Context: an optimization exercise on an open-source flow, tuned for small area. The choices shown serve that exercise and are no tape-out recipe.
Only simulation tests tie the RTL to the original design; equivalence was not proved.
Power and IR drop assume default switching activity.

==> inputs of run a <==
==> flow/design.v <==
`timescale 1ns/1ps
package seeg_pkg;
    localparam int RHD_CHANNELS = 8;
    localparam int RHS_CHANNELS = 4;
    localparam int ZCHECK_SAMPLES = 8;  
    localparam int CONFIG_WORDS = 10;
    localparam int RHD_CLOCK_DIV = 2;  
    localparam int RHS_CLOCK_DIV = 1;
    localparam int RHD_SEED = 0;
    localparam int RHS_SEED = 128;
    typedef logic [15:0] sample_t;
    typedef logic [3:0] chan_t;  
    typedef logic [1:0] zscale_t;  
    typedef sample_t [RHD_CHANNELS-1:0] rhd_frame_t;
    typedef sample_t [RHS_CHANNELS-1:0] rhs_frame_t;
    typedef struct packed {
        rhs_frame_t rhs;
        rhd_frame_t rhd;
    } record_frame_t;
    typedef sample_t [ZCHECK_SAMPLES-1:0] zcheck_block_t;
    typedef enum logic [1:0] {
        op_config,
        op_record,
        op_zcheck
    } engine_op_e;
endpackage
`timescale 1ns/1ps
`timescale 1ns/1ps
`timescale 1ns/1ps
`timescale 1ns/1ps
module seeg_top (
    input  logic                      clk,
    input  logic                      config_done_reset_flag,
    input  logic                      record_start,
    input  logic                      record_stop,
    input  logic                      zcheck_start,
    input  seeg_pkg::zscale_t         zcheck_scale,
    input  logic                      record_ready,
    input  logic                      zcheck_ready,
    output logic                      busy,
    output logic                      zcheck_done,
    output seeg_pkg::record_frame_t   record_frame,
    output logic                      record_valid,
    output seeg_pkg::zcheck_block_t   zcheck_block,
    output seeg_pkg::chan_t           zcheck_channel,
    output logic                      zcheck_valid
);
    typedef enum logic [2:0] {
        s_ready     = 3'b000,
        s_cfg_close = 3'b001,
        s_run       = 3'b010,
        s_push      = 3'b011,
        s_cfg_open  = 3'b101,
        s_run1      = 3'b110,
        s_push1     = 3'b111
    } state_t;
    state_t state;
    logic [4:0] tmr;        
    logic zcheck_mode;
    logic stop_pending;     
    logic [9:0] frame_n;    
    logic [9:0] frame_n2;   
    logic [1:0] scale_q;    
    logic mode_bit;         
    logic capture;
    logic [1:0] zscale;     
    logic first, in_run, in_push, in_cfg;
    logic rhs_next, last_ch;
    logic done_now, tmr_clear;
    logic rec_take, z_take, take;
    localparam logic [4:0] T0 = 5'b01001;
    assign busy = state != s_ready;
    assign stop_pending = mode_bit;
    assign scale_q[0] = mode_bit;
    assign capture = in_run && tmr[3] && tmr[0] && !tmr[4];
    assign first = state[2];
    assign in_run = state[1] && !state[0];
    assign in_push = state[1] && state[0];
    assign in_cfg = !state[1] && state[0];
    assign rhs_next = (zcheck_channel[3] && !(zcheck_channel[1] && zcheck_channel[0]))
                   || (zcheck_channel[2] && zcheck_channel[1] && zcheck_channel[0]);
    assign last_ch = zcheck_channel[3] && zcheck_channel[1] && !zcheck_channel[0];
    assign rec_take = in_push && !zcheck_mode && (!record_valid || record_ready);
    assign z_take = in_push && zcheck_mode && (!zcheck_valid || zcheck_ready);
    assign take = rec_take || z_take;
    always_comb begin
        if (in_cfg)
            done_now = first ? tmr[4] && tmr[2] && tmr[1]        
                             : tmr[3] && tmr[2] && tmr[0];       
        else if (in_run)
            done_now = (zcheck_mode && rhs_next) ? tmr[3] && tmr[1]   
                                                 : tmr[2] && !tmr[1] && tmr[0];  
        else
            done_now = 1'b0;
    end
    assign zcheck_done = state == s_ready && zcheck_mode && !tmr[0];
    assign tmr_clear = config_done_reset_flag || state == s_ready || take
                     || (done_now && state != s_cfg_close);
    always_ff @(posedge clk) begin
        if (config_done_reset_flag) begin
            state <= s_ready;
            record_valid <= 1'b0;
            zcheck_valid <= 1'b0;
        end else begin
            if (rec_take) record_valid <= 1'b1;
            else if (record_ready) record_valid <= 1'b0;
            if (z_take) zcheck_valid <= 1'b1;
            else if (zcheck_ready) zcheck_valid <= 1'b0;
            case (state)
                s_ready: if (record_start || zcheck_start) state <= s_cfg_open;
                s_cfg_open: if (done_now) state <= s_run1;
                s_cfg_close: if (done_now) state <= s_ready;
                s_run: if (done_now) state <= s_push;
                s_run1: if (done_now) state <= s_push1;
                s_push, s_push1: begin
                    if (take) state <= (zcheck_mode ? last_ch : stop_pending) ? s_cfg_close : s_run;
                end
                default: state <= s_ready;
            endcase
        end
    end
    always_ff @(posedge clk) begin
        tmr <= tmr_clear ? T0 : {tmr[3:0], !(tmr[4] ^ tmr[2])};
        if (state == s_ready) zcheck_mode <= !record_start;
        if (state == s_ready) mode_bit <= 1'b0;
        else if (!zcheck_mode) mode_bit <= mode_bit || record_stop;
        else if (capture) mode_bit <= zcheck_scale[0];
        if (capture) scale_q[1] <= zcheck_scale[1];
        if (rec_take) frame_n[0] <= !first && !frame_n[0];
        if (rec_take && (first || frame_n[0])) frame_n[9:1] <= first ? 9'd0 : frame_n2[9:1];
        if (config_done_reset_flag) zcheck_channel <= 4'd11;
        else if (z_take) begin
            zcheck_channel[0] <= !zcheck_channel[0];
            zcheck_channel[1] <= zcheck_channel[1] ^ zcheck_channel[0];
            zcheck_channel[2] <= (zcheck_channel[2] ^ (zcheck_channel[1] && zcheck_channel[0]))
                              && !zcheck_channel[3];
            zcheck_channel[3] <= rhs_next;
        end
        if (z_take) zscale <= scale_q;
    end
    logic [191:0] frame_w;
    logic [127:0] block_w;
    assign record_frame = frame_w;
    assign zcheck_block = block_w;
    assign frame_n2 = {frame_n[9:1] + 9'd1, frame_n[0]};
    for (genvar c = 0; c < seeg_pkg::RHD_CHANNELS; c++) begin : g_rhd
        assign frame_w[16*c +: 16] = {frame_n, 6'(c)};
    end
    for (genvar c = 0; c < seeg_pkg::RHS_CHANNELS; c++) begin : g_rhs
        assign frame_w[128 + 16*c +: 16] = {frame_n2, 6'(c)};
    end
    for (genvar k = 0; k < seeg_pkg::ZCHECK_SAMPLES; k++) begin : g_z
        assign block_w[16*k +: 16] =
            16'({zcheck_channel[3], 1'b0, zcheck_channel[2:0], 3'(k)}) << zscale;
    end
endmodule
==> flow/flow/run.sh <==
#!/bin/bash
# The standard synthesis and layout, with these changes to how they are
# done: ABC maps the logic with an area-recovery script (flow/area.abc) in
# place of ORFS's; port buffers use the smallest buffer; constant outputs
# share the synthesis's tie cells instead of one tie cell per port; the
# clock tree is built without dummy loads.
set -euo pipefail
work=$PWD
export SKIP_REPAIR_TIE_FANOUT=1
export BUFFER_PORTS_ARGS="-buffer_cell sky130_fd_sc_hd__buf_1"
# clock tree: no dummy load cells for skew balancing
export CTS_ARGS="-sink_clustering_enable -repair_clock_nets -dont_use_dummy_load -sink_clustering_max_diameter 20 -buf_list sky130_fd_sc_hd__clkbuf_4"
export MY_ABC_SCRIPT=$work/flow/area.abc
{
  cat <<'TCL'
proc abc {args} {
  set i [lsearch -exact $args -script]
  if {$i >= 0} { lset args [expr {$i + 1}] $::env(MY_ABC_SCRIPT) }
  puts "abc script replaced: abc $args"
  yosys abc {*}$args
}
TCL
  cat synth_recipe.tcl
} > own_synth.tcl
sed "s#SYNTH_SCRIPT=[^ ]*#SYNTH_SCRIPT=$work/own_synth.tcl#" standard.sh > own_standard.sh
bash own_standard.sh synth > synth.log 2>&1
bash own_standard.sh > layout.log 2>&1
==> flow/flow/area.abc <==
strash
dch -f
amap
topo
dnsize -c
==> flow/standard.sh <==
#!/bin/bash
# synth_recipe.tcl (not shown) runs the flow's synth.tcl, then flattens the netlist and writes it again
# the make line also repeats each setting of config.mk as NAME=value (left out here)
make -C /OpenROAD-flow-scripts/flow DESIGN_CONFIG=/design/flow/config.mk WORK_HOME=/design/flow/orfs CLKGATE_MAP_FILE= SYNTH_SCRIPT=/design/flow/synth_recipe.tcl "${@:-finish}"
==> flow/config.mk <==
export PLATFORM = sky130hd
export DESIGN_NAME = seeg_top
export DESIGN_NICKNAME = seeg_top
export VERILOG_FILES = /design/flow/design.v
export SDC_FILE = /design/flow/constraint.sdc
export NUM_CORES = 4
export LEC_CHECK = 0
export ABC_AREA = 1
export CAP_MARGIN = 20
export CORE_MARGIN = 2
export CORE_UTILIZATION = 40
export CTS_BUF_LIST = sky130_fd_sc_hd__clkbuf_4
export CTS_CLUSTER_DIAMETER = 20
export SLEW_MARGIN = 20
==> flow/constraint.sdc <==
create_clock -name core_clock -period 5.0 [get_ports {clk}]
set_input_delay 1.0000 -clock core_clock [delete_from_list [all_inputs] [get_ports {clk}]]
set_output_delay 1.0000 -clock core_clock [all_outputs]
set_load 0.01 [all_outputs]
==> inputs of run b, as changes to run a <==
==> flow/design.v, changed modules only <==
module seeg_top (
    input  logic                      clk,
    input  logic                      config_done_reset_flag,
    input  logic                      record_start,
    input  logic                      record_stop,
    input  logic                      zcheck_start,
    input  seeg_pkg::zscale_t         zcheck_scale,
    input  logic                      record_ready,
    input  logic                      zcheck_ready,
    output logic                      busy,
    output logic                      zcheck_done,
    output seeg_pkg::record_frame_t   record_frame,
    output logic                      record_valid,
    output seeg_pkg::zcheck_block_t   zcheck_block,
    output seeg_pkg::chan_t           zcheck_channel,
    output logic                      zcheck_valid
);
    typedef enum logic [2:0] {
        s_ready, s_cfg_open, s_cfg_close, s_run, s_push
    } state_t;
    state_t state;
    logic [4:0] tmr;        
    logic zcheck_mode;
    logic stop_pending;
    logic first;            
    logic [9:0] frame_n;    
    logic [9:0] frame_n2;   
    logic [1:0] scale_q;    
    logic [1:0] zscale;     
    logic rhs_next, last_ch;
    logic done_now, tmr_clear;
    logic rec_take, z_take, take;
    localparam logic [4:0] T0 = 5'b01001;
    assign busy = state != s_ready;
    assign rhs_next = !first && (zcheck_channel[3] || &zcheck_channel[2:0]);
    assign last_ch = !first && zcheck_channel[3] && zcheck_channel[1];
    assign rec_take = state == s_push && !zcheck_mode && (!record_valid || record_ready);
    assign z_take = state == s_push && zcheck_mode && (!zcheck_valid || zcheck_ready);
    assign take = rec_take || z_take;
    always_comb begin
        case (state)
            s_cfg_open:  done_now = tmr[4] && tmr[2] && tmr[1];                   
            s_cfg_close: done_now = tmr[3] && tmr[2] && tmr[0];                   
            s_run:       done_now = (zcheck_mode && rhs_next) ? tmr[3] && tmr[1]   
                                  : tmr[2] && !tmr[1] && tmr[0];                  
            default:     done_now = 1'b0;
        endcase
    end
    assign zcheck_done = state == s_ready && zcheck_mode && !tmr[0];
    assign tmr_clear = config_done_reset_flag || state == s_ready || take
                     || (done_now && state != s_cfg_close);
    always_ff @(posedge clk) begin
        if (config_done_reset_flag) begin
            state <= s_ready;
            record_valid <= 1'b0;
            zcheck_valid <= 1'b0;
        end else begin
            if (rec_take) record_valid <= 1'b1;
            else if (record_ready) record_valid <= 1'b0;
            if (z_take) zcheck_valid <= 1'b1;
            else if (zcheck_ready) zcheck_valid <= 1'b0;
            case (state)
                s_ready: if (record_start || zcheck_start) state <= s_cfg_open;
                s_cfg_open: if (done_now) state <= s_run;
                s_cfg_close: if (done_now) state <= s_ready;
                s_run: if (done_now) state <= s_push;
                s_push: begin
                    if (take) state <= (zcheck_mode ? last_ch : stop_pending) ? s_cfg_close : s_run;
                end
                default: state <= s_ready;
            endcase
        end
    end
    always_ff @(posedge clk) begin
        tmr <= tmr_clear ? T0 : {tmr[3:0], !(tmr[4] ^ tmr[2])};
        if (record_stop) stop_pending <= 1'b1;
        if (take) first <= 1'b0;
        if (state == s_ready) begin
            zcheck_mode <= !record_start;
            stop_pending <= 1'b0;
            first <= 1'b1;
        end
        if (state == s_run && tmr[3] && tmr[0] && !tmr[4]) scale_q <= zcheck_scale;
        if (rec_take) frame_n[0] <= !first && !frame_n[0];
        if (rec_take && (first || frame_n[0])) frame_n[9:1] <= first ? 9'd0 : frame_n2[9:1];
        if (z_take) zcheck_channel[0] <= !first && !zcheck_channel[0];
        if (z_take && (first || zcheck_channel[0]))
            zcheck_channel[1] <= !first && !zcheck_channel[1];
        if (z_take && (first || (zcheck_channel[0] && zcheck_channel[1])))
            zcheck_channel[2] <= !first && !zcheck_channel[2];
        if (z_take && (first || (zcheck_channel[0] && zcheck_channel[1] && zcheck_channel[2])))
            zcheck_channel[3] <= !first && !zcheck_channel[3];
        if (z_take) zscale <= scale_q;
    end
    logic [191:0] frame_w;
    logic [127:0] block_w;
    assign record_frame = frame_w;
    assign zcheck_block = block_w;
    assign frame_n2 = {frame_n[9:1] + 9'd1, frame_n[0]};
    for (genvar c = 0; c < seeg_pkg::RHD_CHANNELS; c++) begin : g_rhd
        assign frame_w[16*c +: 16] = {frame_n, 6'(c)};
    end
    for (genvar c = 0; c < seeg_pkg::RHS_CHANNELS; c++) begin : g_rhs
        assign frame_w[128 + 16*c +: 16] = {frame_n2, 6'(c)};
    end
    for (genvar k = 0; k < seeg_pkg::ZCHECK_SAMPLES; k++) begin : g_z
        assign block_w[16*k +: 16] =
            16'({zcheck_channel[3], 1'b0, zcheck_channel[2:0], 3'(k)}) << zscale;
    end
endmodule
==> flow/flow/run.sh (replaced) <==
#!/bin/bash
# Standard synthesis and layout, with two changes to how the layout is built:
# port buffers use the smallest buffer, and constant outputs share the
# synthesis's tie cells instead of one tie cell per port.
set -euo pipefail
export SKIP_REPAIR_TIE_FANOUT=1
export BUFFER_PORTS_ARGS="-buffer_cell sky130_fd_sc_hd__buf_1"
bash standard.sh synth > synth.log 2>&1
bash standard.sh > layout.log 2>&1
- CTS_BUF_LIST: sky130_fd_sc_hd__clkbuf_4 -> sky130_fd_sc_hd__clkbuf_4 sky130_fd_sc_hd__clkbuf_8
- CTS_CLUSTER_DIAMETER: 20 -> unset
removed: flow/flow/area.abc
==> notes.md <==
In run b the cell area is higher than in run a, by 7.6%.
Of run b and run a, run a has the higher critical path depth (gap 4).
Between run b and run a, the lower first-iteration DRC count is in run a (gap about 30%, measured against run a).
Register-to-register slack: run b is better than run a (0.38 ns).
Synthesized cell count: run b is larger than run a (6.6%).
Routed wire length: run a is lower than run b (9.2%).
In count of clock-buffer cells in the layout, run b and run a do not differ.
In run b the total power is higher than in run a, by 4.7%.
==> figures <==
item	run b	run a
Outcome	no timing/DRC/antenna violations	no timing/DRC/antenna violations
CTS Sinks	31	29
Post-Synth Simple-Gate Area	0.129	0.0853
Start point of the worst min-delay path	scale_q[0]	scale_q[1]
Net count of the finished layout	447	424
Invs w/o clock	38	36
Seq area share	0.297	0.284
Met3 WL	488 um	547 um
Number of enable flip-flop cells after synthesis	19	14
Static leakage	1.12 nW	0.821 nW
Final clock period utilization by the worst path	0.662	0.716
Slew at the pin closest to its max-slew limit	0.975 ns	0.757 ns
Proportion of netlist area held by the largest area contributor	0.550	0.575
Logic power comb	164 uW	241 uW
Area of all placed cells without fillers	2730 sq um	2540 sq um
Adder and majority cell fraction of the synthesized area	0.0200	0.0244
Number of global-route vias before repair	1,796	1,747

separate check: timing with driven ports:
The results above use ideal ports. As a check the final layouts listed here were re-extracted and re-timed, cells and wires unchanged. Step 1: set_driving_cell puts a clkbuf_16 on clk and a buf_2 on each other input, an assumption about the parent block. Step 2, shift: input delay + t, output delay - t, t = (earliest + latest rising clock arrival at the registers) / 2. This alone moves slack from input paths to output paths. a / b / c = no drivers / after step 1 / after step 2; a / b = the first two.
run	shift t [ns]	setup slack, ns	hold WS [ns]	worst register clock-pin slew, ns	worst data-port slew with drivers (ns)
run a	0.337	1.421 / 1.391 / 1.728	0.427 / 0.427 / 0.427	0.10 / 0.10	0.04
run b	0.306	1.691 / 1.661 / 1.967	0.429 / 0.429 / 0.429	0.07 / 0.07	0.03
After both steps setup and hold are still met in every run listed.
